This is an optimization exercise on Yosys and OpenROAD, whose aim is small area, not a production implementation.
Function was checked by simulation only, so behaviour that the tests miss may differ from the original.
The flow treats the clock pin as an ideal source, which a real chip does not have.
Power figures rest on the tool's default switching activity, not on a simulated workload.

==> flow/design.v (excerpt) <==
module pd_controller #(
  parameter int INPUT_WIDTH    = 18,
  parameter int OUTPUT_WIDTH   = 32,
  parameter int INTEGRAL_LIMIT = 2**24
) (
  input  logic                    clk,
  input  logic                    rst_n,
  input  logic                    enable,
  input  logic                    clear_integral,
  input  logic [INPUT_WIDTH-1:0]  kp_in,
  input  logic [INPUT_WIDTH-1:0]  ki_in,
  input  logic [INPUT_WIDTH-1:0]  setpoint_in,
  input  logic                    sample_valid,
  input  logic [INPUT_WIDTH-1:0]  sample,
  output logic                    sample_ready,
  output logic                    out_valid,
  input  logic                    out_ready,
  output logic [OUTPUT_WIDTH-1:0] out_data,
  output logic [OUTPUT_WIDTH-1:0] integral_out,
  output logic                    integral_sat,
  output logic                    busy,
  output logic [pd_pkg::OVR_W-1:0] overrun_count
);
  logic [2:0] st;
  logic       idle, hold, running, cyc3, cyc4, en_ok, capture;
  assign idle    = (st == 3'd0);
  assign hold    = (st == 3'd6);
  assign running = !idle && !hold;
  assign cyc3    = (st == 3'd4);
  assign cyc4    = (st == 3'd5);
  assign en_ok   = rst_n && enable;
  assign capture = en_ok && cyc4;
  assign sample_ready = idle && enable;
  assign busy         = !idle;
  assign out_valid    = hold;
  always_ff @(posedge clk) begin
    if (!en_ok)                st <= 3'd0;
    else if (idle)             st <= sample_valid ? 3'd1 : 3'd0;
    else if (hold)             st <= out_ready ? 3'd0 : 3'd6;
    else                       st <= st + 3'd1;
  end
  logic [25:0] rn_q, r_q;    
  logic        zf;
  assign r_q = ~rn_q;
  assign integral_out = zf ? '0 : {{6{r_q[25]}}, r_q};
  logic [17:0] ki_q;      
  logic [17:0] kp_q;      
  logic        kc_q;      
  logic        ip_q, kq_q;   
  logic [18:0] en_q, e_q;   
  assign e_q = ~en_q;
  logic [27:0] s_q;
  logic [1:0]  cf_q;
  logic        cut_q;
  logic [3:0]  res;
  logic [27:0] s_n;
  logic [1:0]  cf_n;
  logic [25:0] isum;
  logic        cut_d;
  logic [27:0] s_init;
  logic [4:0] kib, kb;
  logic [2:0] da0, da1, db0, db1;
  function automatic logic [2:0] benc(input logic [2:0] b);
    benc[0] = b[1] ^ b[0];
    benc[1] = (b[2] & ~b[1] & ~b[0]) | (~b[2] & b[1] & b[0]);
    benc[2] = b[2];
  endfunction
  assign kib = {cyc4 ? {2{ki_q[1]}} : ki_q[3:2], ki_q[1:0], ip_q};
  ...
Size: roughly 1,300 cells after synthesis, ~11,000 um2 of cells after synthesis.
==> flow/config.mk <==
export PLATFORM = sky130hd
export DESIGN_NAME = pd_controller
export DESIGN_NICKNAME = pd_controller
export VERILOG_FILES = /design/flow/design.v
export SDC_FILE = /design/flow/constraint.sdc
export NUM_CORES = 4
export LEC_CHECK = 0
export ABC_AREA = 1
export CAP_MARGIN = 20
export CORE_MARGIN = 2
export CORE_UTILIZATION = 40
export CTS_BUF_LIST = sky130_fd_sc_hd__clkbuf_8 sky130_fd_sc_hd__clkbuf_16
export PLACE_DENSITY = 0.6
export SLEW_MARGIN = 20
==> flow/constraint.sdc <==
create_clock -name core_clock -period 10.0 [get_ports {clk}]
set_input_delay 2.0000 -clock core_clock [delete_from_list [all_inputs] [get_ports {clk}]]
set_output_delay 2.0000 -clock core_clock [all_outputs]
set_load 0.01 [all_outputs]
standard.sh (not shown) runs the stock make flow with config.mk's settings and CLKGATE_MAP_FILE= SYNTH_SCRIPT=/design/flow/synth_recipe.tcl, a recipe that flattens the netlist after the stock synthesis.
==> flow/flow/run.sh <==
#!/bin/bash
# Standard layout, with the port buffers made from the smallest buffer cell
# and a clock tree without dummy loads (clkbuf_16 root, clkbuf_8 below).
export BUFFER_PORTS_ARGS="-buffer_cell sky130_fd_sc_hd__buf_1"
export CTS_ARGS="-sink_clustering_enable -repair_clock_nets -dont_use_dummy_load -sink_clustering_size 10 -sink_clustering_max_diameter 40 -sink_clustering_levels 1 -root_buf sky130_fd_sc_hd__clkbuf_16 -buf_list {sky130_fd_sc_hd__clkbuf_8}"
bash standard.sh > standard.log 2>&1
The starting point went through all stages and came out clean.
Rerun with:
==> flow/flow/run.sh (replaced) <==
#!/bin/bash
# Standard layout, with the port buffers made from the smallest buffer cell
# and a clock tree without dummy loads.
export BUFFER_PORTS_ARGS="-buffer_cell sky130_fd_sc_hd__buf_1"
export CTS_ARGS="-sink_clustering_enable -repair_clock_nets -dont_use_dummy_load -buf_list {sky130_fd_sc_hd__clkbuf_8 sky130_fd_sc_hd__clkbuf_16}"
bash standard.sh > standard.log 2>&1
After rerunning: Worst setup slack improved by 0.043 ns; clock power went up by well over a third; final area went up slightly; global-route usage went up by 0.13 points; area after synthesis stays the same; routed wire length went up slightly; synthesized cell count does not change; clock skew went down by 0.014 ns; worst hold slack improved by 0.0076 ns; utilization went up by 0.65 points; total power went up by a few percent.
Rerun with:
==> flow/flow/run.sh (replaced) <==
#!/bin/bash
# Standard layout with three changes: the port buffers use the smallest
# buffer cell; the clock tree has a clkbuf_16 root, clkbuf_8 leaves and no
# dummy loads; after CTS, leaves that drive many flip-flops become clkbuf_16.
export BUFFER_PORTS_ARGS="-buffer_cell sky130_fd_sc_hd__buf_1"
export CTS_ARGS="-sink_clustering_enable -repair_clock_nets -dont_use_dummy_load -root_buf sky130_fd_sc_hd__clkbuf_16 -buf_list {sky130_fd_sc_hd__clkbuf_8}"
export POST_CTS_TCL="$PWD/flow/clk_fix.tcl"
bash standard.sh > standard.log 2>&1
==> flow/flow/clk_fix.tcl (new file) <==
# Upsize clock leaf buffers that drive many flip-flops (or see a slow edge)
# so that every flip-flop clock pin keeps a sharp edge.
estimate_parasitics -placement
set changed 0
foreach inst [get_cells -filter "ref_name == sky130_fd_sc_hd__clkbuf_8"] {
  set out [get_pins -of_objects $inst -filter "direction == output"]
  set net [get_nets -of_objects $out]
  set n [llength [get_pins -of_objects $net -filter "direction == input"]]
  set slew [get_property $out slew_max_rise]
  puts "clk_fix: [get_full_name $inst] fanout $n slew $slew"
  if {$n > 14 || $slew > 0.09} {
    replace_cell $inst sky130_fd_sc_hd__clkbuf_16
    incr changed
  }
}
puts "clk_fix: upsized $changed clock buffers"
if {$changed} {
  detailed_placement
  check_placement -verbose
  estimate_parasitics -placement
}
Result: Synthesized area does not change; count of clock-buffer cells in the layout does not change; global-route usage decreases by 0.10 points; core utilization decreases by 0.56 points; setup slack is worse by 0.038 ns; wire length falls slightly; fmax came out lower slightly; final cell count stays the same; via count stays flat.

## what the ideal ports hide
No port has a modelled driver above. Below, the same layouts with a new extraction and two added sets of constraints. Step 1 sets driving cells, clkbuf_16 on the clock port and buf_2 on the other inputs (assumed; they add their load-dependent delay and slew). Step 2, shift: input delay + t, output delay - t, t = (earliest + latest rising clock arrival at the registers) / 2. This alone moves slack from input paths to output paths. Three values: ideal, step 1, step 2; two values: the first two.
run	shift t [ns]	setup WS [ns]	hold slack, ns	worst setup path at the end	pins driven straight from the clock port
the first run	0.432	1.101 / 1.121 / 0.689	0.399 / 0.399 / 0.399	input to register	1
the second run	0.474	1.144 / 1.164 / 0.690	0.406 / 0.406 / 0.406	input to register	1
the third run	0.426	1.107 / 1.127 / 0.700	0.419 / 0.419 / 0.419	input to register	1
After both steps setup and hold are still met in every run listed. For the second run, which loses most, drivers alone change the setup slack by +0.020 ns; drivers and shift together by -0.454 ns.
